This is an optimization exercise on Yosys and OpenROAD, whose aim is a short achievable clock period and few clock cycles, not a production implementation. Where RTL was checked, it was by simulation tests only, not by an equivalence proof against the original. The RTL of runs 1 and 2 was laid out without a check of its function. The clock port is modelled as an ideal driver; clocking choices that lean on that would not hold on a real chip. Power is estimated from default activity; no workload was simulated.

===== design/flow/config.mk =====
export PLATFORM = sky130hd
export DESIGN_NAME = mips
export DESIGN_NICKNAME = mips
export VERILOG_FILES = /design/flow/design.v
export SDC_FILE = /design/flow/constraint.sdc
export NUM_CORES = 8
export LEC_CHECK = 0
export ABC_CLOCK_PERIOD_IN_PS = 2000
export CAP_MARGIN = 20
export CORE_MARGIN = 2
export CORE_UTILIZATION = 50
export CTS_CLUSTER_DIAMETER = 100
export CTS_CLUSTER_SIZE = 25
export SLEW_MARGIN = 20

===== design/flow/constraint.sdc =====
create_clock -name core_clock -period 8.0 [get_ports {clk}]
set_input_delay 1.6000 -clock core_clock [delete_from_list [all_inputs] [get_ports {clk}]]
set_output_delay 1.6000 -clock core_clock [all_outputs]
set_load 0.01 [all_outputs]

===== design/flow/design.v =====
`default_nettype none
package mipsIsaPkg;
    typedef logic [32-1:0] wordT;
    typedef logic [5-1:0] regAddrT;
    typedef enum logic [5:0] {
        opSpecial = 6'h00,   
        opBeq     = 6'h04,
        opOri     = 6'h0d,
        opLui     = 6'h0f,
        opLw      = 6'h23,
        opSw      = 6'h2b
    } opcodeT;
    typedef enum logic [5:0] {
        fnAddu = 6'h21,
        fnSubu = 6'h23,
        fnAnd  = 6'h24,
        fnOr   = 6'h25,
        fnSlt  = 6'h2a
    } functT;
    typedef enum logic [2:0] {
        aluAdd,
        aluSub,
        aluAnd,
        aluOr,
        aluSlt,    
        aluPassB   
    } aluOpT;
endpackage
`default_nettype wire
`default_nettype none
package pipePkg;
    typedef enum logic [1:0] {
        wdNone = 2'd0,
        wdAlu  = 2'd1,
        wdMem  = 2'd2,
        wdExt  = 2'd3    
    } wdSrcT;
    typedef enum logic [1:0] {
        fwdReg   = 2'd0,   
        fwdFromE = 2'd1,
        fwdFromM = 2'd2,
        fwdFromW = 2'd3
    } fwdSelT;
    typedef logic [1:0] hazTimeT;
    localparam hazTimeT tUseBranch = 2'd0;
    localparam hazTimeT tUseAlu    = 2'd1;
    localparam hazTimeT tUseStore  = 2'd2;
    localparam hazTimeT tUseNone   = 2'd3;   
    localparam hazTimeT tNewNow  = 2'd0;
    localparam hazTimeT tNewAlu  = 2'd1;
    localparam hazTimeT tNewLoad = 2'd2;
endpackage
`default_nettype wire
`timescale 1ns/1ps
`default_nettype none
module mips (
    input  logic        clk,
    input  logic        rstN,
    output logic [31:0] instrAddr,
    input  logic [31:0] instrData,
    output logic [31:0] dataAddr,
    output logic [31:0] dataWdata,
    output logic        dataWe,
    input  logic [31:0] dataRdata,
    output logic        wbWe,
    output logic [4:0]  wbAddr,
    output logic [31:0] wbData,
    output logic [31:0] wbPc
);
    function automatic logic [31:0] ksAdd(input logic [31:0] x, input logic [31:0] y,
                                          input logic cin);
        logic [31:0] g, p, gg, pp, ng, np;
        g = x & y;
        p = x ^ y;
        gg = g;
        gg[0] = g[0] | (p[0] & cin);
        pp = p;
        for (int s = 1; s < 32; s = s * 2) begin
            ng = gg;
            np = pp;
            for (int i = s; i < 32; i++) begin
                ng[i] = gg[i] | (pp[i] & gg[i-s]);
                np[i] = pp[i] & pp[i-s];
            end
            gg = ng;
            pp = np;
        end
        ksAdd = p ^ {gg[30:0], cin};
    endfunction
    logic [31:0]  pc;
    logic         stall;                 
    logic         rValid;
    logic [31:0]  rInstr, rPc, rPc4, rPc8;
    logic [8:0]   rLo8, rMid0, rMid1;
    logic [31:18] rHiP, rHiM;
    logic [31:1]  rRsSel, rRtSel;        
    logic         rIsR, rIsOri, rIsLui, rIsLw, rIsSw, rIsBeq, rWr, rUseRs, rUseRt;
    logic         rPredT, rTake;
    logic         rSelAdd, rSelSub, rSelAnd, rSelOr, rSelSlt;
    logic [4:0]   rDest;                 
    logic         rWHitA, rWHitB;        
    logic         dValid;
    logic [31:0]  dPc, dImmVal, dAlt, dRfA, dRfB;
    logic         dIsR, dIsLw, dIsSw, dIsBeq, dWr, dPredT, dImmB;
    logic         dSelAdd, dSelSub, dSelAnd, dSelOr, dSelSlt;
    logic [4:0]   dDest, dRs, dRt;
    logic         dWHitA, dWHitB;        
    logic [3:0]   dSa, dSb, dSs;
    logic [4:0]   dFa, dFb;
    logic         dFs;
    logic         dSsLd;                 
    logic         eValid, eWr, eIsLw, eIsSw, eIsBeq, ePredT;
    logic         eSelAdd, eSelSub, eSelAnd, eSelOr, eSelSlt;
    logic [4:0]   eDest;
    logic [31:0]  eA, eB, eSd, ePc, eAlt;
    logic         eSdLd;                 
    logic         mValid, mWr, mIsLw, mStore;
    logic [4:0]   mDest;
    logic [31:0]  mRes, mAddr, mSd, mPc;
    logic         wWe;
    logic [4:0]   wDest;
    logic [31:0]  wData, wOut, wPc;
    logic [31:1]  wWeOh;
    logic [31:1]  rfValid;               
    logic [31:0]  regs [1:31];
    logic         mispredict;
    logic [5:0]   fOp, fFn;
    logic [4:0]   fRs, fRt, fRd;
    logic         fIsR, fIsOri, fIsLui, fIsLw, fIsSw, fIsBeq, fPredT;
    logic [31:0]  fPc4, fPc8;
    logic [8:0]   fLo8, fMid0, fMid1;
    logic [31:0]  fHiP, fHiM;
    assign fOp = instrData[31:26];
    assign fFn = instrData[5:0];
    assign fRs = instrData[25:21];
    assign fRt = instrData[20:16];
    assign fRd = instrData[15:11];
    assign fIsR   = (fOp == 6'h00) && (fFn == 6'h21 || fFn == 6'h23 || fFn == 6'h24 ||
                                       fFn == 6'h25 || fFn == 6'h2a);
    assign fIsOri = (fOp == 6'h0d);
    assign fIsLui = (fOp == 6'h0f);
    assign fIsLw  = (fOp == 6'h23);
    assign fIsSw  = (fOp == 6'h2b);
    assign fIsBeq = (fOp == 6'h04);
    assign fPredT = instrData[15] || (fRs == fRt);
    assign fPc4 = pc + 32'd4;
    assign fPc8 = pc + 32'd8;
    assign fLo8  = {1'b0, fPc4[9:2]}   + {1'b0, instrData[7:0]};
    assign fMid0 = {1'b0, fPc4[17:10]} + {1'b0, instrData[15:8]};
    assign fMid1 = {1'b0, fPc4[17:10]} + {1'b0, instrData[15:8]} + 9'd1;
    assign fHiP = pc + 32'h0004_0004;
    assign fHiM = pc + 32'hfffc_0004;
    logic [4:0]   nRsR, nRtR;
    assign nRsR = stall ? rInstr[25:21] : fRs;
    assign nRtR = stall ? rInstr[20:16] : fRt;
    logic [4:0]   rRs, rRt;
    logic [15:0]  rImm;
    logic [31:0]  rfA, rfB, rTarget;
    assign rRs  = rInstr[25:21];
    assign rRt  = rInstr[20:16];
    assign rImm = rInstr[15:0];
    always_comb begin
        rfA = 32'd0;
        rfB = 32'd0;
        for (int i = 1; i < 32; i++) begin
            rfA = rfA | ({32{rRsSel[i]}} & regs[i]);
            rfB = rfB | ({32{rRtSel[i]}} & regs[i]);
        end
    end
    logic [8:0] rMid;
    assign rMid    = rLo8[8] ? rMid1 : rMid0;
    assign rTarget = {(rMid[8] && !rImm[15]) ? rHiP : (!rMid[8] && rImm[15]) ? rHiM :
                      rPc4[31:18], rMid[7:0], rLo8[7:0], 2'b00};
    assign rDest   = rIsR ? rInstr[15:11] : rInstr[20:16];
    logic [4:0]   nRsD, nRtD;
    logic         nLuiD, nImmBD, nWr;
    logic         eHitA, eHitB, mHitA, mHitB, wHitA, wHitB;
    logic [3:0]   nSa, nSb, nSs;
    assign nRsD   = stall ? dRs : rRs;
    assign nRtD   = stall ? dRt : rRt;
    assign nLuiD  = stall ? 1'b0 : rIsLui;      
    assign nImmBD = stall ? dImmB : !(rIsR || rIsBeq);
    assign eHitA = !stall && dValid && dWr && (dDest != 5'd0) && (dDest == rRs);
    assign eHitB = !stall && dValid && dWr && (dDest != 5'd0) && (dDest == rRt);
    assign mHitA = eValid && eWr && (eDest != 5'd0) && (eDest == nRsD);
    assign mHitB = eValid && eWr && (eDest != 5'd0) && (eDest == nRtD);
    assign wHitA = mValid && mWr && (mDest != 5'd0) && (mDest == nRsD);
    assign wHitB = mValid && mWr && (mDest != 5'd0) && (mDest == nRtD);
    assign nSs = eHitB ? 4'b0000 : mHitB ? (eIsLw ? 4'b0001 : 4'b0010) :
                 wHitB ? 4'b0100 : 4'b1000;
    assign nSa = (nLuiD || eHitA) ? 4'b0000 : mHitA ? (eIsLw ? 4'b0001 : 4'b0010) :
                 wHitA ? 4'b0100 : 4'b1000;
    assign nSb = nImmBD ? 4'b0000 : nSs;
    logic nStall;
    assign nStall = !stall && !mispredict && rValid && dValid && dIsLw && (dDest != 5'd0) &&
                    ((rUseRs && rRs == dDest) || (rUseRt && rRt == dDest));
    logic [31:0]  sum, diff, andv, orv, aluOut;
    logic         slt, eq;
    assign sum  = ksAdd(eA, eB, 1'b0);
    assign diff = ksAdd(eA, ~eB, 1'b1);
    assign andv = eA & eB;
    assign orv  = eA | eB;
    assign slt  = (eA[31] ^ eB[31]) ? eA[31] : diff[31];
    assign aluOut = ({32{eSelAdd}} & sum) | ({32{eSelSub}} & diff) |
                    ({32{eSelAnd}} & andv) | ({32{eSelOr}} & orv) |
                    {31'd0, eSelSlt & slt};
    assign eq   = (eA == eB);
    assign mispredict = eValid && eIsBeq && (eq != ePredT);
    function automatic logic [31:0] fwd(input logic [4:0] f);
        fwd = ({32{f[0]}} & sum) | ({32{f[1]}} & diff) | ({32{f[2]}} & andv) |
              ({32{f[3]}} & orv) | {31'd0, f[4] & slt};
    endfunction
    logic [31:0] pcOut;
    assign instrAddr = pcOut;
    logic [31:0] pcNext;
    logic [31:0] pcSeq;
    assign pcSeq  = stall ? pc : (rValid && rTake) ? rTarget : fPc4;
    assign pcNext = mispredict ? eAlt : pcSeq;
    always_ff @(posedge clk or negedge rstN) begin
        if (!rstN) begin
            pc <= 32'h0000_3000;
        end else begin
            pc <= pcNext;
        end
    end
    always_ff @(posedge clk) begin
        pcOut <= rstN ? pcNext : 32'h0000_3000;
    end
    always_ff @(posedge clk or negedge rstN) begin
        if (!rstN) begin
            rValid <= 1'b0;
            stall  <= 1'b0;
        end else begin
            if (mispredict) begin
                rValid <= 1'b0;
            end else if (!stall) begin
                rValid <= 1'b1;
            end
            stall <= nStall;
        end
    end
    always_ff @(posedge clk) begin
        if (!stall) begin
            rInstr  <= instrData;
            rPc     <= pc;
            rPc4    <= fPc4;
            rPc8    <= fPc8;
            rIsR    <= fIsR;
            rIsOri  <= fIsOri;
            rIsLui  <= fIsLui;
            rIsLw   <= fIsLw;
            rIsSw   <= fIsSw;
            rIsBeq  <= fIsBeq;
            rWr     <= fIsR | fIsOri | fIsLui | fIsLw;
            rUseRs  <= fIsR | fIsOri | fIsLw | fIsSw | fIsBeq;
            rUseRt  <= fIsR | fIsBeq;           
            rPredT  <= fPredT;
            rTake   <= fIsBeq && fPredT;
            rSelAdd <= (fIsR && fFn == 6'h21) || fIsLw || fIsSw;
            rSelSub <= fIsR && fFn == 6'h23;
            rSelAnd <= fIsR && fFn == 6'h24;
            rSelOr  <= (fIsR && fFn == 6'h25) || fIsOri || fIsLui;
            rSelSlt <= fIsR && fFn == 6'h2a;
        end
    end
    always_ff @(posedge clk) begin
        for (int i = 1; i < 32; i++) begin
            rRsSel[i] <= (nRsR == 5'(i)) && (rfValid[i] || wWeOh[i]);
            rRtSel[i] <= (nRtR == 5'(i)) && (rfValid[i] || wWeOh[i]);
        end
        rLo8   <= stall ? {1'b0, rPc4[9:2]} + {1'b0, rImm[7:0]} : fLo8;
        rMid0  <= stall ? {1'b0, rPc4[17:10]} + {1'b0, rImm[15:8]} : fMid0;
        rMid1  <= stall ? {1'b0, rPc4[17:10]} + {1'b0, rImm[15:8]} + 9'd1 : fMid1;
        rHiP   <= stall ? rPc4[31:18] + 14'd1 : fHiP[31:18];
        rHiM   <= stall ? rPc4[31:18] - 14'd1 : fHiM[31:18];
        rWHitA <= mValid && mWr && (mDest != 5'd0) && (mDest == nRsR);
        rWHitB <= mValid && mWr && (mDest != 5'd0) && (mDest == nRtR);
    end
    always_ff @(posedge clk or negedge rstN) begin
        if (!rstN) begin
            dValid <= 1'b0;
        end else if (mispredict) begin
            dValid <= 1'b0;
        end else if (!stall) begin
            dValid <= rValid;
        end
    end
    always_ff @(posedge clk) begin
        if (!stall) begin
            dPc     <= rPc;
            dIsR    <= rIsR;
            dIsLw   <= rIsLw;
            dIsSw   <= rIsSw;
            dIsBeq  <= rIsBeq;
            dWr     <= rWr;
            dDest   <= rDest;
            dRs     <= rRs;
            dRt     <= rRt;
            dPredT  <= rPredT;
            dImmB   <= !(rIsR || rIsBeq);
            dSelAdd <= rSelAdd;
            dSelSub <= rSelSub;
            dSelAnd <= rSelAnd;
            dSelOr  <= rSelOr;
            dSelSlt <= rSelSlt;
            dImmVal <= rIsLui ? {rImm, 16'h0000} : rIsOri ? {16'h0000, rImm} :
                       {{16{rImm[15]}}, rImm};
            dAlt    <= rPredT ? rPc8 : rTarget;
        end
    end
    always_ff @(posedge clk) begin
        dRfA <= stall ? (dWHitA ? wData : dRfA) : (rWHitA ? wData : rfA);
        dRfB <= stall ? (dWHitB ? wData : dRfB) : (rWHitB ? wData : rfB);
        dWHitA <= wHitA;
        dWHitB <= wHitB;
        dSa <= nSa;
        dSb <= nSb;
        dSs <= nSs;
        dFa <= {5{eHitA && !rIsLui}} & {dSelSlt, dSelOr, dSelAnd, dSelSub, dSelAdd};
        dFb <= {5{eHitB && (rIsR || rIsBeq)}} & {dSelSlt, dSelOr, dSelAnd, dSelSub, dSelAdd};
        dFs <= eHitB && !dIsLw;
        dSsLd <= eHitB && dIsLw;
    end
    always_ff @(posedge clk or negedge rstN) begin
        if (!rstN) begin
            eValid <= 1'b0;
        end else begin
            eValid <= dValid && !stall;
        end
    end
    logic [4:0] dFsv;
    assign dFsv = {5{dFs}} & {eSelSlt, eSelOr, eSelAnd, eSelSub, eSelAdd};
    always_ff @(posedge clk) begin
        eWr     <= dWr;
        eIsLw   <= dIsLw;
        eIsSw   <= dIsSw;
        eIsBeq  <= dIsBeq;
        ePredT  <= dPredT;
        eDest   <= dDest;
        eSelAdd <= dSelAdd;
        eSelSub <= dSelSub;
        eSelAnd <= dSelAnd;
        eSelOr  <= dSelOr;
        eSelSlt <= dSelSlt;
        eA      <= fwd(dFa) | ({32{dSa[0]}} & dataRdata) | ({32{dSa[1]}} & mRes) |
                   ({32{dSa[2]}} & wData) | ({32{dSa[3]}} & dRfA);
        eB      <= fwd(dFb) | ({32{dSb[0]}} & dataRdata) | ({32{dSb[1]}} & mRes) |
                   ({32{dSb[2]}} & wData) | ({32{dSb[3]}} & dRfB) |
                   ({32{dImmB}} & dImmVal);
        eSd     <= fwd(dFsv) | ({32{dSs[0]}} & dataRdata) | ({32{dSs[1]}} & mRes) |
                   ({32{dSs[2]}} & wData) | ({32{dSs[3]}} & dRfB);
        ePc     <= dPc;
        eAlt    <= dAlt;
        eSdLd   <= dSsLd;
    end
    always_ff @(posedge clk or negedge rstN) begin
        if (!rstN) begin
            mValid <= 1'b0;
            mStore <= 1'b0;
        end else begin
            mValid <= eValid;
            mStore <= eValid && eIsSw;
        end
    end
    always_ff @(posedge clk) begin
        mWr   <= eWr;
        mIsLw <= eIsLw;
        mDest <= eDest;
        mRes  <= aluOut;
        mPc   <= ePc;
        mAddr <= sum & {32{eIsLw | eIsSw}};
        mSd   <= eSdLd ? dataRdata : eSd;
    end
    assign dataAddr  = mAddr;
    assign dataWdata = mSd;
    assign dataWe    = mStore;
    always_ff @(posedge clk or negedge rstN) begin
        if (!rstN) begin
            wWe   <= 1'b0;
            wWeOh <= '0;
        end else begin
            wWe <= mValid && mWr;
            for (int i = 1; i < 32; i++) wWeOh[i] <= mValid && mWr && (mDest == 5'(i));
        end
    end
    always_ff @(posedge clk) begin
        wDest <= mDest;
        wData <= mIsLw ? dataRdata : mRes;
        wOut  <= (mIsLw ? dataRdata : mRes) & {32{mWr}};
        wPc   <= mPc;
    end
    assign wbWe   = wWe;
    assign wbAddr = wDest;
    assign wbData = wOut;
    assign wbPc   = wPc;
    always_ff @(posedge clk or negedge rstN) begin
        if (!rstN) begin
            rfValid <= '0;
        end else begin
            rfValid <= rfValid | wWeOh;
        end
    end
    always_ff @(posedge clk) begin
        for (int i = 1; i < 32; i++) begin
            if (wWeOh[i]) regs[i] <= wData;
        end
    end
endmodule
`default_nettype wire

===== design/flow/flow/run.sh =====
#!/bin/bash
# The standard layout (standard.sh) with these changes:
# - synthesis: Yosys's full/half-adder extraction is off, and ABC maps the
#   logic with the delay-oriented script flow/fast.abc instead of ORFS's
#   abc_speed.script, without a222oi (it has no stronger size than _1).
#   Flip-flops are mapped before ABC runs, so registers,
#   their names and their cells are those of the standard synthesis.
# - the port buffers are buf_8 cells rather than the delay cells that
#   buffer_ports picks by default;
# - timing repair aims for 5.5 ns of setup slack;
# - after CTS, flow/cts_post.tcl (with flow/retree.tcl) keeps CTS's leaf
#   clock buffers and drives them from 4 quadrant buffers that the clock port
#   feeds directly.
set -euo pipefail
W=$PWD
sed 's#^  log_cmd abc {\*}\$abc_args#  set abc_args [lreplace $abc_args 1 1 '"$W"'/flow/fast.abc]\n  lappend abc_args -dont_use sky130_fd_sc_hd__a222oi_1\n&#' \
    "$FLOW_HOME/scripts/synth.tcl" > "$W/synth_core.tcl"
grep -q "flow/fast.abc" "$W/synth_core.tcl"
sed "s#\$::env(SCRIPTS_DIR)/synth.tcl#$W/synth_core.tcl#" "$W/synth_recipe.tcl" > "$W/synth_fast.tcl"
sed "s#SYNTH_SCRIPT=[^ ]*#SYNTH_SCRIPT=$W/synth_fast.tcl SETUP_SLACK_MARGIN=5.5#" "$W/standard.sh" > "$W/standard_fast.sh"
grep -q "synth_fast.tcl" "$W/standard_fast.sh"
export ADDER_MAP_FILE=
export POST_CTS_TCL="$W/flow/cts_post.tcl"
export BUFFER_PORTS_ARGS="-buffer_cell sky130_fd_sc_hd__buf_8"
bash "$W/standard_fast.sh" finish > "$W/flow.log" 2>&1

===== design/flow/flow/cts_post.tcl =====
source [file join [file dirname [info script]] retree.tcl]
if {[retree_clock]} {
  detailed_placement
  estimate_parasitics -placement
  report_clock_latency
  repair_timing_helper
  detailed_placement
  check_placement -verbose
  estimate_parasitics -placement
  report_clock_latency
} else {
  puts "cts_post: clock tree left as CTS made it"
}

===== design/flow/flow/fast.abc =====
strash
&get -n
&st
&synch2
&if -g
&st
&dch -f
&nf {D}
&put
buffer
upsize {D}
dnsize {D}

===== design/flow/flow/retree.tcl =====
# Rebuild the top of the clock tree that CTS made: keep CTS's leaf buffers
# (those that drive flip-flops), drop the buffers above them, and drive the
# leaves from 4 clkbuf_16, one per quadrant of the leaves, which the clock
# port drives directly.
proc retree_is_buf {inst} {
  return [string match "sky130_fd_sc_hd__clkbuf_*" [[$inst getMaster] getName]]
}
proc retree_clock {} {
  set block [ord::get_db_block]
  set clkNet [$block findNet clk]
  set front [list $clkNet]
  set inner {}
  set leaves {}
  set dummies {}
  set seen 0
  while {[llength $front]} {
    set nxt {}
    foreach net $front {
      foreach it [$net getITerms] {
        if {[$it getIoType] ne "INPUT"} continue
        set inst [$it getInst]
        if {![retree_is_buf $inst]} {
          if {$net == $clkNet} { puts "retree: clock port drives [$inst getName] directly"; return 0 }
          continue
        }
        set out [[$inst findITerm X] getNet]
        if {$out == "NULL"} {
          # a dummy load CTS added for balance
          lappend dummies [list $inst $net]
          continue
        }
        set flops 0
        foreach o [$out getITerms] {
          if {[$o getInst] == $inst} continue
          if {![retree_is_buf [$o getInst]]} { incr flops }
        }
        if {$flops} { lappend leaves $inst } else { lappend inner $inst }
        lappend nxt $out
      }
    }
    set front $nxt
    if {[incr seen] > 20} { puts "retree: too deep"; return 0 }
  }
  puts "retree: [llength $inner] inner buffers, [llength $leaves] leaves"
  if {[llength $leaves] < 8} { return 0 }
  # quadrants around the median leaf
  set xs {}; set ys {}
  foreach l $leaves {
    set b [$l getBBox]
    lappend xs [expr {([$b xMin]+[$b xMax])/2}]
    lappend ys [expr {([$b yMin]+[$b yMax])/2}]
  }
  set sx [lsort -integer $xs]; set sy [lsort -integer $ys]
  set mx [lindex $sx [expr {[llength $sx]/2}]]; set my [lindex $sy [expr {[llength $sy]/2}]]
  for {set q 0} {$q < 4} {incr q} { set grp($q) {}; set gx($q) 0; set gy($q) 0 }
  foreach l $leaves x $xs y $ys {
    set q [expr {($x >= $mx ? 1 : 0) + ($y >= $my ? 2 : 0)}]
    lappend grp($q) $l
    set gx($q) [expr {$gx($q)+$x}]; set gy($q) [expr {$gy($q)+$y}]
  }
  # every leaf's input and every buffer fed by a leaf come loose
  foreach l $leaves {
    [$l findITerm A] disconnect
  }
  # dummy loads on the nets that go away go too
  set innerNets {}
  foreach b $inner { lappend innerNets [[$b findITerm X] getNet] }
  foreach d $dummies {
    lassign $d inst net
    if {$net == $clkNet || [lsearch -exact $innerNets $net] >= 0} { odb::dbInst_destroy $inst }
  }
  # remove the inner buffers and their nets
  foreach b $inner {
    set out [[$b findITerm X] getNet]
    odb::dbInst_destroy $b
    if {$out != "NULL" && [llength [$out getITerms]] == 0} { odb::dbNet_destroy $out }
  }
  set master [[ord::get_db] findMaster sky130_fd_sc_hd__clkbuf_16]
  for {set q 0} {$q < 4} {incr q} {
    set n [llength $grp($q)]
    if {$n == 0} continue
    set b [odb::dbInst_create $block $master "clkroot_q$q"]
    set net [odb::dbNet_create $block "clk_q$q"]
    $net setSigType CLOCK
    [$b findITerm A] connect $clkNet
    [$b findITerm X] connect $net
    foreach l $grp($q) { [$l findITerm A] connect $net }
    $b setLocation [expr {$gx($q)/$n}] [expr {$gy($q)/$n}]
    $b setPlacementStatus PLACED
    puts "retree: quadrant $q: $n leaves"
  }
  return 1
}

===== design/flow/standard.sh =====
#!/bin/bash
# synth_recipe.tcl (not shown) runs the flow's synth.tcl, then flattens the netlist and writes it again
# the make line also repeats each setting of config.mk as NAME=value (left out here)
make -C /OpenROAD-flow-scripts/flow DESIGN_CONFIG=/design/flow/config.mk WORK_HOME=/design/flow/orfs CLKGATE_MAP_FILE= SYNTH_SCRIPT=/design/flow/synth_recipe.tcl "${@:-finish}"

==> impl_metrics.json, run 1 <==
{
  "status": "no timing/DRC/antenna violations",
  "p_leak_nw": 34.6,
  "cp.arrival_ns": 3.42,
  "skew_ns": 0.0812,
  "rsz0062_at_grt": "yes",
  "hold_slack_ns": 0.309,
  "routabilityCongestion": 1.01,
  "synth_adder_area_share_pct": 0.111,
  "largest_register_ffs": 992,
  "start_util_pct": 50.4,
  "synth_xor_area_share_pct": 2.94,
  "wl_um": 345000,
  "synthTopCellsByArea": "edfxtp_1 (48%), dfxtp_1 (15%), a22oi_1 (6.7%)",
  "dp.cells": 8571,
  "max_cap_viol_count": 0,
  "num_vias": 65600,
  "worst-slew-pin-transition_ns": 1.18,
  "drive_gt1_share_pct": 24.7,
  "crit_family": "compound AO/OA/AOI/OAI gates",
  "synthArstFlopShare_pct": 5.05,
  "drtAntennaViolNets": 0,
  "path_buf_inv": 1,
  "grtUsageTotal_pct": 39.9,
  "timing.final.crit_share_pct": 36.2,
  "fp.dieW_um": 409,
  "required_ns": 8.52,
  "path_max_fanout": 3,
  "hpwl_um": 194000,
  "finalSetupTns_ns": 0,
  "antenna_found_initial": 3,
  "synth_compound_area_share_pct": 17.9,
  "synth_seq_area_share_pct": 65.3,
  "yosysTopAreaCell": "edfxtp_1",
  "dr.pass1.iters": 7,
  "ys.flop_type": "edfxtp_1",
  "synth_top_family_by_area": "compound AO/OA/AOI/OAI gates",
  "synth_top_area_share_pct": 47.6,
  "cts_tree": "yes",
  "numPortBuffers": 232,
  "area_growth_syn_to_layout_pct": 19.1,
  "drc_errors": 0,
  "largest-register": "regs",
  "final_cell_mix": "edfxtp_1 (1300), a22oi_1 (716), nand2_1 (329), buf_4 (309), dfxtp_1 (304)",
  "ys_seq_elements": 2000,
  "grt_max_degree": 74,
  "irDropWorstVdd_mv": 0.258,
  "min_path_type": "flip-flop to flip-flop",
  "die_area_sq_um": 167000,
  "dieHeight_um": 409,
  "synth_edf_count": 1300,
  "p_per_area_nw_per_um2": 218,
  "drt_iter0_markers": 11200,
  "yosys.area_share.simple_pct": 9.78,
  "max-slew-margin-rel_pct": 21.5,
  "layout_commonest_cell": "edfxtp_1",
  "endpoint_kind": "flip-flop",
  "clkLatencyLatePin_ns": 0.65,
  "synth_mux_area_share_pct": 1.58,
  "crit_chain": "buf_8 -> and3b_1 -> a31oi_1 -> a211o_1 -> o311ai_4 -> and2_4 -> a31oi_4 -> xnor2_1 -> o22a_1 -> a31o_1",
  "clkSinkCount": 2000,
  "avgViaCountPerCell": 7.29,
  "nets": 6837,
  "core_area_sq_um": 163000,
  "slowest_delay_ns": 0.35,
  "diodes": 0,
  "synth_cell_types": 89,
  "synth_area_sq_um": 82000,
  "hold_viol": 0,
  "ios": 233,
  "grt_pass1_wl_um": 474000,
  "grt_pass1_vias": 62600,
  "wl_per_cell_um": 38.4,
  "synthesis.instances": 6446,
  "cp-start-kind": "primary input",
  "clk_pin_slew_worst_paths_ns": 0.11,
  "slew_violations": 0,
  "placed_area_sq_um": 88100,
  "dp_slack_ns": 4.25,
  "slowest_stage": "a211o_1",
  "finalWorstSetupSlack_ns": 5.11,
  "min_period_ns": 2.89,
  "final_cells": 8997,
  "critical_path_class": "primary input to flip-flop",
  "num_rows": 148,
  "final_cell_area_sq_um": 97700,
  "max_freq_ghz": 0.346,
  "yosysWarningCount": 2,
  "setup_viol": 0,
  "gr-total-overflow": 0,
  "syn_avg_cell_area_sq_um": 12.7
}
## layer usage
layer / track usage, % / part of all wire [%] / up-vias
li1: - / - / 26000
met3: 13.6 / 16 / 1228
met1: 54.2 / 36 / 32500
met4: 21.7 / 7.1 / 4
met5: 0 / 0.0078 / -
met2: 55.9 / 41 / 5944
## worst paths after layout
kind                              start        end  slack (ns)  cells past startpoint
max in group asynchronous          rstN  wWeOh[16]        5.92                      2
min in group asynchronous          rstN     pc[14]        0.89                      1
setup / recovery           instrData[8]   rMid1[8]        5.11                     10
hold reg to reg                 ePc[23]    mPc[23]        0.31                      0
setup reg to reg                  pc[8]   rMid1[8]        5.18                     10
hold / removal                  ePc[23]    mPc[23]        0.31                      0
## stage by stage
| stage | util (%) | power, W |
|---|---|---|
| floorplan | - | 0.0141 |
| global placement | 54.1 | 0.0153 |
| detailed placement | 54.1 | 0.0153 |
| global route | 60.0 | 0.0220 |
| finish | 60.0 | 0.0213 |
## cell usage after synthesis, types with 99 or more instances
cell and instances:
edfxtp_1 1300, a22oi_1 730, dfxtp_1 599, nand2_1 367, clkbuf_1 344, nor2_1 314
a221oi_1 275, a22o_1 238, nand4_1 222, o21ai_0 187, nand3_1 175, xnor2_1 164
nor3_1 144, a21oi_1 137, and2_1 116, dfrtp_1 99
## area by class of cell, clock buffers not listed
class	count	area [sq um]
Fill cell	12800	65100
Sequential cell	2000	54200
Multi-Input combinational cell	3938	30400
Timing Repair Buffer	662	7520
Tap cell	2175	2720
Inverter	79	313
Clock inverter	7	118
Buffer	4	100
Timing Repair inverter	1	8.76
## where the power goes
group | internal, W | switching [W] | total [W]
sequential | 0.0119 | 0.000744 | 0.0127
combinational | 0.00163 | 0.00172 | 0.00335
clock | 0.00209 | 0.00321 | 0.00530
## cell families after synthesis
kind of cell / count (synthesis)
DFF: 2000
AOI/OAI and AO/OA: 1937
and+or+nand+nor: 1606
buffers and inverters: 508
xor gates and xnor gates: 267
muxes: 119
adders and majority gates: 9
==> run 2: changes to the inputs <==
--- a/design/flow/design.v
+++ b/design/flow/design.v
@@ -245,4 +245,9 @@
             rPc     <= pc;
             rPc4    <= fPc4;
+            rLo8    <= fLo8;
+            rMid0   <= fMid0;
+            rMid1   <= fMid1;
+            rHiP    <= fHiP[31:18];
+            rHiM    <= fHiM[31:18];
             rPc8    <= fPc8;
             rIsR    <= fIsR;
@@ -269,9 +274,4 @@
             rRtSel[i] <= (nRtR == 5'(i)) && (rfValid[i] || wWeOh[i]);
         end
-        rLo8   <= stall ? {1'b0, rPc4[9:2]} + {1'b0, rImm[7:0]} : fLo8;
-        rMid0  <= stall ? {1'b0, rPc4[17:10]} + {1'b0, rImm[15:8]} : fMid0;
-        rMid1  <= stall ? {1'b0, rPc4[17:10]} + {1'b0, rImm[15:8]} + 9'd1 : fMid1;
-        rHiP   <= stall ? rPc4[31:18] + 14'd1 : fHiP[31:18];
-        rHiM   <= stall ? rPc4[31:18] - 14'd1 : fHiM[31:18];
         rWHitA <= mValid && mWr && (mDest != 5'd0) && (mDest == nRsR);
         rWHitB <= mValid && mWr && (mDest != 5'd0) && (mDest == nRtR);
==> impl_metrics.json, run 2 <==
{
  "avgViaCountPerCell": 7.28,
  "synth_top_area_share_pct": 49.6,
  "r2r-start": "eA[0]",
  "finalSetupTns_ns": 0,
  "required_ns": 8.38,
  "p_leak_nw": 33.9,
  "synth_compound_area_share_pct": 17.6,
  "num_rows": 147,
  "clkLatencyLatePin_ns": 0.65,
  "antenna_found_initial": 12,
  "yosysWarningCount": 2,
  "core_area_sq_um": 161000,
  "synth_cell_types": 88,
  "routabilityCongestion": 0.987,
  "ios": 233,
  "slew_violations": 0,
  "cp.arrival_ns": 3.53,
  "dp.cells": 8404,
  "synthTopCellsByArea": "edfxtp_1 (50%), dfxtp_1 (13%), a22oi_1 (6.7%)",
  "worst-slew-pin-transition_ns": 1.14,
  "gr-total-overflow": 0,
  "rsz0062_at_grt": "yes",
  "switching_share_pct": 25.5,
  "yosysTopAreaCell": "edfxtp_1",
  "cts_tree": "yes",
  "hpwl_um": 193000,
  "synth_seq_area_share_pct": 66.2,
  "synth_top_family_by_area": "compound AO/OA/AOI/OAI gates",
  "power_w": 0.0206,
  "irDropWorstVdd_mv": 0.285,
  "setup_viol": 0,
  "r2r_end": "mAddr[31]",
  "critical_path_class": "primary input to flip-flop",
  "p_int_w": 0.0153,
  "whs_path_depth": 0,
  "nets": 6661,
  "p_per_area_nw_per_um2": 214,
  "reg2reg_slack_ns": 4.86,
  "drtAntennaViolNets": 0,
  "clkSinkCount": 1984,
  "synth_area_sq_um": 81000,
  "drc_errors": 0,
  "num_vias": 64200,
  "largest_register_ffs": 992,
  "synth_edf_count": 1338,
  "seq_area_sq_um": 54200,
  "status": "no timing/DRC/antenna violations",
  "r2r_cells": 9,
  "max_cap_viol_count": 0,
  "cp-start-kind": "primary input",
  "max_freq_ghz": 0.317,
  "multi_input_area_sq_um": 29000,
  "grtUsageTotal_pct": 40.3,
  "num-fill-cells": 12600,
  "synth_xor_area_share_pct": 2.65,
  "die_area_sq_um": 165000,
  "final_cell_mix": "edfxtp_1 (1338), a22oi_1 (704), nand2_1 (317), buf_4 (282), nor2_1 (277)",
  "yosys.area_share.simple_pct": 9.39,
  "synth_mux_area_share_pct": 1.58,
  "wl_per_cell_um": 38.8,
  "timing.final.crit_share_pct": 39.5,
  "drt_iter0_markers": 12000,
  "endpoint_kind": "flip-flop",
  "hold_end": "mPc[18]",
  "ys.flop_type": "edfxtp_1",
  "grt_pass1_vias": 61300,
  "final_cells": 8810,
  "numPortBuffers": 232,
  "hp-start": "ePc[18]",
  "p_sw_w": 0.00525,
  "area_growth_syn_to_layout_pct": 18.7,
  "synth_common_cells": "edfxtp_1 (1338), a22oi_1 (719), dfxtp_1 (545), clkbuf_1 (366), nand2_1 (355)",
  "dr.pass1.iters": 6,
  "wl_um": 342000,
  "p_clk_share_pct": 25.8,
  "hold_viol": 0,
  "synthArstFlopShare_pct": 5.09,
  "min_period_ns": 3.16,
  "layout_commonest_cell": "edfxtp_1",
  "grt_pass1_wl_um": 466000,
  "min_path_type": "flip-flop to flip-flop",
  "clk_pin_slew_worst_paths_ns": 0.10,
  "path_max_fanout": 2,
  "drive_gt1_share_pct": 24.0,
  "skew_ns": 0.104,
  "synth_adder_area_share_pct": 0.0773,
  "ys_seq_elements": 1984,
  "start_util_pct": 50.4,
  "fp.dieW_um": 406,
  "grt_max_degree": 79,
  "max-slew-margin-rel_pct": 23.7,
  "yosysMostFrequentCell": "edfxtp_1",
  "fin_util_pct": 59.8,
  "syn_avg_cell_area_sq_um": 12.9,
  "largest-register": "regs",
  "seq_power_share_pct": 60.3,
  "comb_power_share_pct": 13.9,
  "dieHeight_um": 406,
  "synthesis.instances": 6284
}
[run 2: changes by cell type after synthesis, moves of 19 or more]
cell      before   now
buf_2         51    32
o21ai_0      187   242
a21oi_1      137   115
dfxtp_1      599   545
o21ai_1       37     4
clkbuf_1     344   366
edfxtp_1    1300  1338
[run 2: how the worst max path moves through the flow]
stage,startpoint,end
2_1_floorplan,instrData[0],rLo8[8]
3_3_place_gp,eB[17],pcOut[20]
3_5_place_dp,eB[16],pcOut[20]
5_1_grt,instrData[0],rLo8[8]
6_report,instrData[0],rLo8[8]
[run 2: layer usage]
layer / up-vias / track usage, % / wire, um
met5: - / 0 / 108
met3: 1235 / 14.5 / 54600
met4: 16 / 23.5 / 24300
met1: 31700 / 54.0 / 123000
met2: 5833 / 56.4 / 140000
li1: 25400 / - / -
[run 2: worst max-delay path: stages]
cell     delay (ns)
buf_12         0.10
nor2b_4        0.12
maj3_2         0.33
inv_2          0.06
maj3_2         0.19
o21ai_2        0.06
nor2b_4        0.13
o31a_1         0.29
maj3_2         0.35
maj3_2         0.31
[run 2: cell families (layout without fill, tap and decap cells)]
family,after synthesis,in the layout
fa+ha+maj,6,6
compound gates,1896,1896
mux,117,117
buf+inv,510,871
simple gates,1528,1530
xor+xnor,243,243
other cells,0,3
flops,1984,1984
[run 2: power by group through the flow]
stage	Clock, W	Combinational, W	Sequential [W]
2_1_floorplan	0	0.00134	0.0123
3_3_place_gp	0	0.00199	0.0126
3_5_place_dp	0	0.00201	0.0126
5_1_grt	0.00563	0.00304	0.0125
6_report	0.00531	0.00286	0.0124
[run 2: cell type report, clock buffers not listed]
cell class	count	share of cell area (%)
inverters	81	0.328
well taps	2160	2.81
plain buffers	4	0.104
flip-flops and latches	1984	56.4
multi-input cells	3792	30.2
diodes	3	0.00781
clock inverters	8	0.118
repair buffers	646	7.65
[run 2: stage by stage]
stage	area [sq um]	hold slack (ns)	worst slack [ns]
2_1_floorplan	81500	0.310	4.36
3_3_place_gp	87300	0.311	3.88
3_5_place_dp	87400	0.312	3.81
5_1_grt	96100	0.292	4.80
6_report	96100	0.300	4.84
==> run 3: changes to the inputs <==
--- a/design/flow/design.v
+++ b/design/flow/design.v
@@ -92,5 +92,5 @@
     logic         rValid;
     logic [31:0]  rInstr, rPc, rPc4, rPc8;
-    logic [8:0]   rLo8, rMid0, rMid1;
+    logic [16:0]  rLo;
     logic [31:18] rHiP, rHiM;
     logic [31:1]  rRsSel, rRtSel;        
@@ -98,5 +98,5 @@
     logic         rPredT, rTake;
     logic         rSelAdd, rSelSub, rSelAnd, rSelOr, rSelSlt;
-    logic [4:0]   rDest;                 
+    logic [4:0]   rDest;
     logic         rWHitA, rWHitB;        
     logic         dValid;
@@ -109,10 +109,8 @@
     logic [4:0]   dFa, dFb;
     logic         dFs;
-    logic         dSsLd;                 
     logic         eValid, eWr, eIsLw, eIsSw, eIsBeq, ePredT;
     logic         eSelAdd, eSelSub, eSelAnd, eSelOr, eSelSlt;
     logic [4:0]   eDest;
     logic [31:0]  eA, eB, eSd, ePc, eAlt;
-    logic         eSdLd;                 
     logic         mValid, mWr, mIsLw, mStore;
     logic [4:0]   mDest;
@@ -129,5 +127,5 @@
     logic         fIsR, fIsOri, fIsLui, fIsLw, fIsSw, fIsBeq, fPredT;
     logic [31:0]  fPc4, fPc8;
-    logic [8:0]   fLo8, fMid0, fMid1;
+    logic [16:0]  fLo;
     logic [31:0]  fHiP, fHiM;
     assign fOp = instrData[31:26];
@@ -146,7 +144,5 @@
     assign fPc4 = pc + 32'd4;
     assign fPc8 = pc + 32'd8;
-    assign fLo8  = {1'b0, fPc4[9:2]}   + {1'b0, instrData[7:0]};
-    assign fMid0 = {1'b0, fPc4[17:10]} + {1'b0, instrData[15:8]};
-    assign fMid1 = {1'b0, fPc4[17:10]} + {1'b0, instrData[15:8]} + 9'd1;
+    assign fLo  = {1'b0, fPc4[17:2]} + {1'b0, instrData[15:0]};
     assign fHiP = pc + 32'h0004_0004;
     assign fHiM = pc + 32'hfffc_0004;
@@ -168,9 +164,6 @@
         end
     end
-    logic [8:0] rMid;
-    assign rMid    = rLo8[8] ? rMid1 : rMid0;
-    assign rTarget = {(rMid[8] && !rImm[15]) ? rHiP : (!rMid[8] && rImm[15]) ? rHiM :
-                      rPc4[31:18], rMid[7:0], rLo8[7:0], 2'b00};
-    assign rDest   = rIsR ? rInstr[15:11] : rInstr[20:16];
+    assign rTarget = {(rLo[16] && !rImm[15]) ? rHiP : (!rLo[16] && rImm[15]) ? rHiM :
+                      rPc4[31:18], rLo[15:0], 2'b00};
     logic [4:0]   nRsD, nRtD;
     logic         nLuiD, nImmBD, nWr;
@@ -245,9 +238,4 @@
             rPc     <= pc;
             rPc4    <= fPc4;
-            rLo8    <= fLo8;
-            rMid0   <= fMid0;
-            rMid1   <= fMid1;
-            rHiP    <= fHiP[31:18];
-            rHiM    <= fHiM[31:18];
             rPc8    <= fPc8;
             rIsR    <= fIsR;
@@ -258,6 +246,7 @@
             rIsBeq  <= fIsBeq;
             rWr     <= fIsR | fIsOri | fIsLui | fIsLw;
+            rDest   <= fIsR ? fRd : fRt;
             rUseRs  <= fIsR | fIsOri | fIsLw | fIsSw | fIsBeq;
-            rUseRt  <= fIsR | fIsBeq;           
+            rUseRt  <= fIsR | fIsSw | fIsBeq;
             rPredT  <= fPredT;
             rTake   <= fIsBeq && fPredT;
@@ -274,4 +263,7 @@
             rRtSel[i] <= (nRtR == 5'(i)) && (rfValid[i] || wWeOh[i]);
         end
+        rLo    <= stall ? {1'b0, rPc4[17:2]} + {1'b0, rImm} : fLo;
+        rHiP   <= stall ? rPc4[31:18] + 14'd1 : fHiP[31:18];
+        rHiM   <= stall ? rPc4[31:18] - 14'd1 : fHiM[31:18];
         rWHitA <= mValid && mWr && (mDest != 5'd0) && (mDest == nRsR);
         rWHitB <= mValid && mWr && (mDest != 5'd0) && (mDest == nRtR);
@@ -319,6 +311,5 @@
         dFa <= {5{eHitA && !rIsLui}} & {dSelSlt, dSelOr, dSelAnd, dSelSub, dSelAdd};
         dFb <= {5{eHitB && (rIsR || rIsBeq)}} & {dSelSlt, dSelOr, dSelAnd, dSelSub, dSelAdd};
-        dFs <= eHitB && !dIsLw;
-        dSsLd <= eHitB && dIsLw;
+        dFs <= eHitB;
     end
     always_ff @(posedge clk or negedge rstN) begin
@@ -352,5 +343,4 @@
         ePc     <= dPc;
         eAlt    <= dAlt;
-        eSdLd   <= dSsLd;
     end
     always_ff @(posedge clk or negedge rstN) begin
@@ -370,5 +360,5 @@
         mPc   <= ePc;
         mAddr <= sum & {32{eIsLw | eIsSw}};
-        mSd   <= eSdLd ? dataRdata : eSd;
+        mSd   <= eSd;
     end
     assign dataAddr  = mAddr;
==> design/flow/flow/fast.abc (replaced) <==
strash
&get -n
&st
&synch2
&if -g
&st
&dch -f
&nf -p {D}
&put
buffer -p
upsize {D}
dnsize {D}
==> impl_metrics.json, run 3 <==
{
  "required_ns": 6.40,
  "yosysMostFrequentCell": "edfxtp_1",
  "crit_start": "mStore",
  "slew_violations": 0,
  "cp.arrival_ns": 1.26,
  "hold_viol": 0,
  "max-slew-margin-rel_pct": 13.2,
  "ys_seq_elements": 1993,
  "hold_slack_ns": 0.318,
  "rsz0062_at_grt": "yes",
  "synth_cell_types": 100,
  "grt_pass1_wl_um": 491000,
  "drive_gt1_share_pct": 26.3,
  "r2r-start": "eB[1]",
  "synth_common_cells": "edfxtp_1 (1305), a22oi_1 (734), dfxtp_1 (587), nand2_1 (369), clkbuf_1 (352)",
  "drtAntennaViolNets": 0,
  "status": "no timing/DRC/antenna violations",
  "switching_share_pct": 27.0,
  "nets": 7052,
  "crit_family": "flip-flops",
  "grt_pass1_vias": 63800,
  "placed_area_sq_um": 88800,
  "avgViaCountPerCell": 7.33,
  "hp-start": "mPc[31]",
  "clkSinkCount": 1993,
  "ios": 233,
  "path_buf_inv": 1,
  "largest-register": "regs",
  "fp.dieW_um": 410,
  "seq_power_share_pct": 58.2,
  "slowest_delay_ns": 0.48,
  "endpoint_kind": "output pin",
  "finalSetupTns_ns": 0,
  "p_per_area_nw_per_um2": 215,
  "finalWorstSetupSlack_ns": 5.14,
  "synth_edf_count": 1305,
  "cp-start-kind": "flip-flop",
  "numPortBuffers": 232,
  "p_clk_share_pct": 25.0,
  "drc_errors": 0,
  "yosysWarningCount": 2,
  "critical_path_class": "flip-flop to output pin",
  "ys.flop_type": "edfxtp_1",
  "drt_iter0_markers": 12700,
  "hpwl_um": 207000,
  "cts_tree": "yes",
  "comb_power_share_pct": 16.8,
  "final_cell_mix": "edfxtp_1 (1305), a22oi_1 (726), buf_4 (433), nand2_1 (337), dfxtp_1 (292)",
  "dp_slack_ns": 3.93,
  "synth_seq_area_share_pct": 64.9,
  "final_cells": 9238,
  "grt_max_degree": 105,
  "synthArstFlopShare_pct": 5.07,
  "synth_area_sq_um": 82400,
  "p_sw_w": 0.00577,
  "slowest_stage": "dfrtp_2",
  "start_util_pct": 50.1,
  "max_freq_ghz": 0.350,
  "final_cell_area_sq_um": 99400,
  "timing.final.crit_share_pct": 35.8,
  "antenna_found_initial": 16,
  "yosysTopAreaCell": "edfxtp_1",
  "layout_commonest_cell": "edfxtp_1",
  "min_period_ns": 2.86,
  "path_max_fanout": 1,
  "dp.cells": 8689,
  "grtUsageTotal_pct": 41.4,
  "routabilityCongestion": 1.00,
  "synth_top_area_share_pct": 47.5,
  "num_rows": 149,
  "num_vias": 67800,
  "worst-slew-pin-transition_ns": 1.29,
  "dr.pass1.iters": 14,
  "largest_register_ffs": 992,
  "die_area_sq_um": 168000,
  "synthTopCellsByArea": "edfxtp_1 (48%), dfxtp_1 (14%), a22oi_1 (6.7%)",
  "gr-total-overflow": 0,
  "min_path_type": "flip-flop to flip-flop",
  "max_cap_viol_count": 0,
  "clkLatencyLatePin_ns": 0.66,
  "irDropWorstVdd_mv": 0.280,
  "core_area_sq_um": 164000,
  "p_leak_nw": 35.2,
  "area_growth_syn_to_layout_pct": 20.6,
  "crit_chain": "buf_8",
  "wl_um": 362000,
  "synthesis.instances": 6536,
  "setup_viol": 0,
  "syn_avg_cell_area_sq_um": 12.6,
  "wl_per_cell_um": 39.1,
  "clk_pin_slew_worst_paths_ns": 0.10,
  "p_int_w": 0.0156,
  "dieHeight_um": 410,
  "skew_ns": 0.122
}
## run 3: layout make-up, clock buffers not listed
class | count | area [sq um]
Antenna cell | 9 | 22.5
Multi-Input combinational cell | 4018 | 31000
Timing Repair Buffer | 803 | 8650
Fill cell | 13000 | 65000
Buffer | 4 | 100
Sequential cell | 1993 | 54200
Tap cell | 2189 | 2740
Clock inverter | 9 | 124
Inverter | 80 | 320
## run 3: cell families after synthesis
kind of cell | synth area share [%]
flip-flops | 64.9
AO/OA/AOI/OAI | 18.5
AND/OR/NAND/NOR | 10.0
adder cells (fa/ha/maj) | 0.0243
XOR/XNOR | 2.87
multiplexers | 1.20
buffers and inverters | 2.51
## run 3: per-layer routing
layer  share of wire, %  track usage [%]
met1                 37             57.2
met2                 40             56.8
met3                 16             15.2
met4                6.8             21.7
met5              0.055                0
## run 3: per-stage QoR
| step | util (%) | total power [W] |
|---|---|---|
| detailed placement | 54.0 | 0.0151 |
| global placement | 54.0 | 0.0151 |
| floorplan | - | 0.0140 |
| finish | 60.5 | 0.0214 |
| global route | 60.5 | 0.0220 |
## run 3: worst paths after layout
| kind | endpoint | slack, ns | depth (start not counted) |
|---|---|---|---|
| worst max register to register | eB[28] | 5.15 | 12 |
| max in group asynchronous | wWeOh[7] | 5.92 | 2 |
| worst min register to register | wPc[31] | 0.32 | 0 |
| worst min-delay path | wPc[31] | 0.32 | 0 |
| worst max-delay path | dataWe | 5.14 | 1 |
| min in group asynchronous | pc[29] | 0.89 | 1 |
## run 3: power groups by stage
stage / Sequential [W] / Combinational (W) / Clock [W]
6_report: 0.0124 / 0.00359 / 0.00536
5_1_grt: 0.0125 / 0.00380 / 0.00571
3_5_place_dp: 0.0127 / 0.00246 / 0
3_3_place_gp: 0.0126 / 0.00245 / 0
2_1_floorplan: 0.0123 / 0.00169 / 0
Testbench counts of run 3, summed over its fixed seeds: cycles 22,259.
==> run 4: changes to the inputs <==
--- a/design/flow/design.v
+++ b/design/flow/design.v
@@ -92,5 +92,5 @@
     logic         rValid;
     logic [31:0]  rInstr, rPc, rPc4, rPc8;
-    logic [16:0]  rLo;
+    logic [8:0]   rLo8, rMid0, rMid1;
     logic [31:18] rHiP, rHiM;
     logic [31:1]  rRsSel, rRtSel;        
@@ -98,5 +98,5 @@
     logic         rPredT, rTake;
     logic         rSelAdd, rSelSub, rSelAnd, rSelOr, rSelSlt;
-    logic [4:0]   rDest;
+    logic [4:0]   rDest;                 
     logic         rWHitA, rWHitB;        
     logic         dValid;
@@ -109,8 +109,11 @@
     logic [4:0]   dFa, dFb;
     logic         dFs;
-    logic         eValid, eWr, eIsLw, eIsSw, eIsBeq, ePredT;
+    logic         dSsLd;                 
+    logic         eValid, eWr, eIsLw, eIsSw;
+    logic         eMisEq, eMisNe;        
     logic         eSelAdd, eSelSub, eSelAnd, eSelOr, eSelSlt;
     logic [4:0]   eDest;
     logic [31:0]  eA, eB, eSd, ePc, eAlt;
+    logic         eSdLd;                 
     logic         mValid, mWr, mIsLw, mStore;
     logic [4:0]   mDest;
@@ -127,5 +130,5 @@
     logic         fIsR, fIsOri, fIsLui, fIsLw, fIsSw, fIsBeq, fPredT;
     logic [31:0]  fPc4, fPc8;
-    logic [16:0]  fLo;
+    logic [8:0]   fLo8, fMid0, fMid1;
     logic [31:0]  fHiP, fHiM;
     assign fOp = instrData[31:26];
@@ -142,9 +145,11 @@
     assign fIsBeq = (fOp == 6'h04);
     assign fPredT = instrData[15] || (fRs == fRt);
-    assign fPc4 = pc + 32'd4;
-    assign fPc8 = pc + 32'd8;
-    assign fLo  = {1'b0, fPc4[17:2]} + {1'b0, instrData[15:0]};
-    assign fHiP = pc + 32'h0004_0004;
-    assign fHiM = pc + 32'hfffc_0004;
+    pcAdd fPc4Add (.a(pc), .k(32'd4), .s(fPc4));
+    pcAdd fPc8Add (.a(pc), .k(32'd8), .s(fPc8));
+    tgtAdd8 fLoAdd   (.a(pc[9:2]),   .b(instrData[7:0]),  .cin(1'b1), .s(fLo8));
+    tgtAdd8 fMid0Add (.a(pc[17:10]), .b(instrData[15:8]), .cin(1'b0), .s(fMid0));
+    tgtAdd8 fMid1Add (.a(pc[17:10]), .b(instrData[15:8]), .cin(1'b1), .s(fMid1));
+    pcAdd fHiPAdd (.a(pc), .k(32'h0004_0000), .s(fHiP));
+    pcAdd fHiMAdd (.a(pc), .k(32'hfffc_0000), .s(fHiM));
     logic [4:0]   nRsR, nRtR;
     assign nRsR = stall ? rInstr[25:21] : fRs;
@@ -164,6 +169,9 @@
         end
     end
-    assign rTarget = {(rLo[16] && !rImm[15]) ? rHiP : (!rLo[16] && rImm[15]) ? rHiM :
-                      rPc4[31:18], rLo[15:0], 2'b00};
+    logic [8:0] rMid;
+    assign rMid    = rLo8[8] ? rMid1 : rMid0;
+    assign rTarget = {(rMid[8] && !rImm[15]) ? rHiP : (!rMid[8] && rImm[15]) ? rHiM :
+                      rPc[31:18], rMid[7:0], rLo8[7:0], 2'b00};
+    assign rDest   = rIsR ? rInstr[15:11] : rInstr[20:16];
     logic [4:0]   nRsD, nRtD;
     logic         nLuiD, nImmBD, nWr;
@@ -199,5 +207,5 @@
                     {31'd0, eSelSlt & slt};
     assign eq   = (eA == eB);
-    assign mispredict = eValid && eIsBeq && (eq != ePredT);
+    assign mispredict = eq ? eMisEq : eMisNe;
     function automatic logic [31:0] fwd(input logic [4:0] f);
         fwd = ({32{f[0]}} & sum) | ({32{f[1]}} & diff) | ({32{f[2]}} & andv) |
@@ -210,4 +218,6 @@
     assign pcSeq  = stall ? pc : (rValid && rTake) ? rTarget : fPc4;
     assign pcNext = mispredict ? eAlt : pcSeq;
+    logic [31:0] pcSeqR;
+    assign pcSeqR = rstN ? pcSeq : 32'h0000_3000;
     always_ff @(posedge clk or negedge rstN) begin
         if (!rstN) begin
@@ -218,5 +228,5 @@
     end
     always_ff @(posedge clk) begin
-        pcOut <= rstN ? pcNext : 32'h0000_3000;
+        pcOut <= mispredict ? eAlt : pcSeqR;
     end
     always_ff @(posedge clk or negedge rstN) begin
@@ -238,4 +248,9 @@
             rPc     <= pc;
             rPc4    <= fPc4;
+            rLo8    <= fLo8;
+            rMid0   <= fMid0;
+            rMid1   <= fMid1;
+            rHiP    <= fHiP[31:18];
+            rHiM    <= fHiM[31:18];
             rPc8    <= fPc8;
             rIsR    <= fIsR;
@@ -246,7 +261,6 @@
             rIsBeq  <= fIsBeq;
             rWr     <= fIsR | fIsOri | fIsLui | fIsLw;
-            rDest   <= fIsR ? fRd : fRt;
             rUseRs  <= fIsR | fIsOri | fIsLw | fIsSw | fIsBeq;
-            rUseRt  <= fIsR | fIsSw | fIsBeq;
+            rUseRt  <= fIsR | fIsBeq;           
             rPredT  <= fPredT;
             rTake   <= fIsBeq && fPredT;
@@ -263,7 +277,4 @@
             rRtSel[i] <= (nRtR == 5'(i)) && (rfValid[i] || wWeOh[i]);
         end
-        rLo    <= stall ? {1'b0, rPc4[17:2]} + {1'b0, rImm} : fLo;
-        rHiP   <= stall ? rPc4[31:18] + 14'd1 : fHiP[31:18];
-        rHiM   <= stall ? rPc4[31:18] - 14'd1 : fHiM[31:18];
         rWHitA <= mValid && mWr && (mDest != 5'd0) && (mDest == nRsR);
         rWHitB <= mValid && mWr && (mDest != 5'd0) && (mDest == nRtR);
@@ -311,11 +322,16 @@
         dFa <= {5{eHitA && !rIsLui}} & {dSelSlt, dSelOr, dSelAnd, dSelSub, dSelAdd};
         dFb <= {5{eHitB && (rIsR || rIsBeq)}} & {dSelSlt, dSelOr, dSelAnd, dSelSub, dSelAdd};
-        dFs <= eHitB;
+        dFs <= eHitB && !dIsLw;
+        dSsLd <= eHitB && dIsLw;
     end
     always_ff @(posedge clk or negedge rstN) begin
         if (!rstN) begin
             eValid <= 1'b0;
+            eMisEq <= 1'b0;
+            eMisNe <= 1'b0;
         end else begin
             eValid <= dValid && !stall;
+            eMisEq <= dValid && !stall && dIsBeq && !dPredT;
+            eMisNe <= dValid && !stall && dIsBeq && dPredT;
         end
     end
@@ -326,6 +342,4 @@
         eIsLw   <= dIsLw;
         eIsSw   <= dIsSw;
-        eIsBeq  <= dIsBeq;
-        ePredT  <= dPredT;
         eDest   <= dDest;
         eSelAdd <= dSelAdd;
@@ -343,4 +357,5 @@
         ePc     <= dPc;
         eAlt    <= dAlt;
+        eSdLd   <= dSsLd;
     end
     always_ff @(posedge clk or negedge rstN) begin
@@ -360,5 +375,5 @@
         mPc   <= ePc;
         mAddr <= sum & {32{eIsLw | eIsSw}};
-        mSd   <= eSd;
+        mSd   <= eSdLd ? dataRdata : eSd;
     end
     assign dataAddr  = mAddr;
@@ -397,3 +412,18 @@
     end
 endmodule
+module pcAdd (
+    input  logic [31:0] a,
+    input  logic [31:0] k,
+    output logic [31:0] s
+);
+    assign s = a + k;
+endmodule
+module tgtAdd8 (
+    input  logic [7:0] a,
+    input  logic [7:0] b,
+    input  logic       cin,
+    output logic [8:0] s
+);
+    assign s = {1'b0, a} + {1'b0, b} + {8'd0, cin};
+endmodule
 `default_nettype wire
==> design/flow/flow/fast.abc (replaced) <==
strash
&get -n
&st
&synch2
&if -g
&st
&dch -f
&nf {D}
&put
buffer
upsize {D}
dnsize {D}
--- a/design/flow/config.mk
+++ b/design/flow/config.mk
@@ -13,2 +13,4 @@
 export CTS_CLUSTER_SIZE = 25
 export SLEW_MARGIN = 20
+export SYNTH_HIERARCHICAL = 1
+export SYNTH_MINIMUM_KEEP_SIZE = 0
==> impl_metrics.json, run 4 <==
{
  "fp.dieW_um": 423,
  "hpwl_um": 221000,
  "r2r_cells": 10,
  "yosysWarningCount": 8,
  "max_freq_ghz": 0.353,
  "die_area_sq_um": 179000,
  "skew_ns": 0.0602,
  "grt_pass1_vias": 68800,
  "p_leak_nw": 36.8,
  "num-fill-cells": 13900,
  "p_per_area_nw_per_um2": 250,
  "hp-start": "mPc[9]",
  "synthesis.instances": 7334,
  "clkLatencyLatePin_ns": 0.64,
  "status": "no timing/DRC/antenna violations",
  "whs_path_depth": 0,
  "clk_pin_slew_worst_paths_ns": 0.11,
  "max_cap_viol_count": 0,
  "drtAntennaViolNets": 0,
  "hold_viol": 0,
  "wl_um": 380000,
  "worst-slew-pin-transition_ns": 1.21,
  "nets": 8076,
  "dr.pass1.iters": 9,
  "path_max_fanout": 6,
  "max-slew-margin-rel_pct": 19.3,
  "dp_slack_ns": 3.81,
  "endpoint_kind": "flip-flop",
  "clkSinkCount": 1974,
  "cp.arrival_ns": 3.37,
  "r2r_end": "eSd[30]",
  "finalWorstSetupSlack_ns": 5.17,
  "drc_errors": 0,
  "ios": 233,
  "wl_per_cell_um": 36.5,
  "dieHeight_um": 423,
  "start_util_pct": 50.4,
  "min_path_type": "flip-flop to flip-flop",
  "layout_commonest_cell": "edfxtp_1",
  "hold_end": "wPc[9]",
  "numPortBuffers": 232,
  "setup_viol": 0,
  "irDropWorstVdd_mv": 0.302,
  "num_rows": 153,
  "final_cell_mix": "edfxtp_1 (1328), a22oi_1 (742), nand2_1 (516), nor2_1 (457), buf_4 (341)",
  "reg2reg_slack_ns": 5.17,
  "grt_pass1_wl_um": 519000,
  "antenna_found_initial": 15,
  "drt_iter0_markers": 13100,
  "routabilityCongestion": 0.997,
  "r2r-start": "eA[19]",
  "hold_slack_ns": 0.296,
  "largest-register": "regs",
  "drive_gt1_share_pct": 21.9,
  "critical_path_class": "flip-flop to flip-flop",
  "slew_violations": 0,
  "core_area_sq_um": 174000,
  "avgViaCountPerCell": 7.06,
  "multi_input_area_sq_um": 37300,
  "area_growth_syn_to_layout_pct": 19.3,
  "synth_area_sq_um": 87700,
  "gr-total-overflow": 0,
  "largest_register_ffs": 992,
  "cts_tree": "yes",
  "min_period_ns": 2.83,
  "required_ns": 8.54,
  "rsz0062_at_grt": "yes",
  "syn_avg_cell_area_sq_um": 12.0,
  "num_vias": 73500,
  "cp-start-kind": "flip-flop",
  "seq_area_sq_um": 54000,
  "timing.final.crit_share_pct": 35.4,
  "grtUsageTotal_pct": 40.8,
  "finalSetupTns_ns": 0,
  "grt_max_degree": 114
}
-- run 4: worst max-delay path, cell delays in order, from the launching register on --
cell and delay, ns:
dfxtp_4 0.38, xnor2_4 0.23, buf_4 0.15, buf_6 0.09, buf_12 0.12, nand4_1 0.19, or3_4 0.40, or3_1 0.31
o2111a_2 0.33, xnor2_4 0.18, a221o_1 0.33
-- run 4: worst max path at each step --
stage / endpoint / cells past startpoint / slack, ns / from
2_1_floorplan: pc[25] / 9 / 5.30 / eA[17]
3_3_place_gp: pcOut[3] / 8 / 3.89 / eB[18]
3_5_place_dp: pcOut[7] / 8 / 3.81 / eB[18]
5_1_grt: pcOut[26] / 12 / 5.10 / eA[19]
6_report: eSd[30] / 10 / 5.17 / eA[19]
-- run 4: layout make-up, clock buffers not listed --
cell class                      instances  area share (%)
Clock inverter                         15           0.249
Buffer                                  4          0.0958
Sequential cell                      1974            51.7
Timing Repair Buffer                  651            6.86
Multi-Input combinational cell       5216            35.7
Inverter                               73           0.274
Antenna cell                            9          0.0215
Tap cell                             2325            2.78
-- run 4: stage by stage --
step / cells / utilization (%) / total power [W] / cell area (sq um)
floorplan: 7663 / - / 0.0171 / 89500
global placement: 9992 / 55.1 / 0.0196 / 95900
detailed placement: 9992 / 55.1 / 0.0196 / 95900
global route: 10400 / 60.1 / 0.0272 / 105000
finish: 10400 / 60.1 / 0.0262 / 105000
-- run 4: power by group --
part           leakage (nW)  switching (W)  internal (W)
clock network          1.33        0.00333       0.00225
registers              18.7       0.000701        0.0122
logic                  16.7        0.00466       0.00301
total                  36.8        0.00869        0.0175
-- run 4: per-layer routing --
layer | track usage [%] | vias to the layer above | share of wire (%)
li1 | - | 29900 | -
met1 | 55.8 | 36000 | 37
met2 | 58.5 | 6289 | 41
met3 | 12.4 | 1243 | 15
met4 | 21.1 | 6 | 6.7
met5 | 0 | - | 0.056
Testbench counts of run 4, summed over its fixed seeds: cycles 22,219.

what the ideal ports hide:
The flow's constraints put no driver on any port. The routed layouts listed below were extracted and timed again, unchanged, in two steps. Step 1 assumes that a clkbuf_16 drives the clock port and a buf_2 every other input. Step 2 also shifts input and output timing later by t, the mid clock arrival at the registers, as if the neighbouring blocks saw the same clock. Slacks: ideal / step 1 / step 2; pairs: ideal / step 1.
run	shift t [ns]	setup WS [ns]	worst hold slack (ns)	worst setup path after step 2	worst slew at a driven data input, ns
run 1	0.794	5.107 / 5.011 / 4.381	0.309 / 0.308 / 0.308	input to register	0.16
run 2	0.777	4.842 / 4.863 / 4.193	0.300 / 0.300 / 0.300	input to register	0.16
run 3	0.785	5.140 / 4.954 / 4.662	0.318 / 0.318 / 0.318	input to register	0.15
run 4	0.802	5.169 / 5.038 / 4.633	0.296 / 0.296 / 0.296	input to register	0.16
After both steps every run listed still meets setup and hold. The setup slack of run 1, which loses most, moves by -0.096 ns with the drivers and by -0.726 ns with both steps.
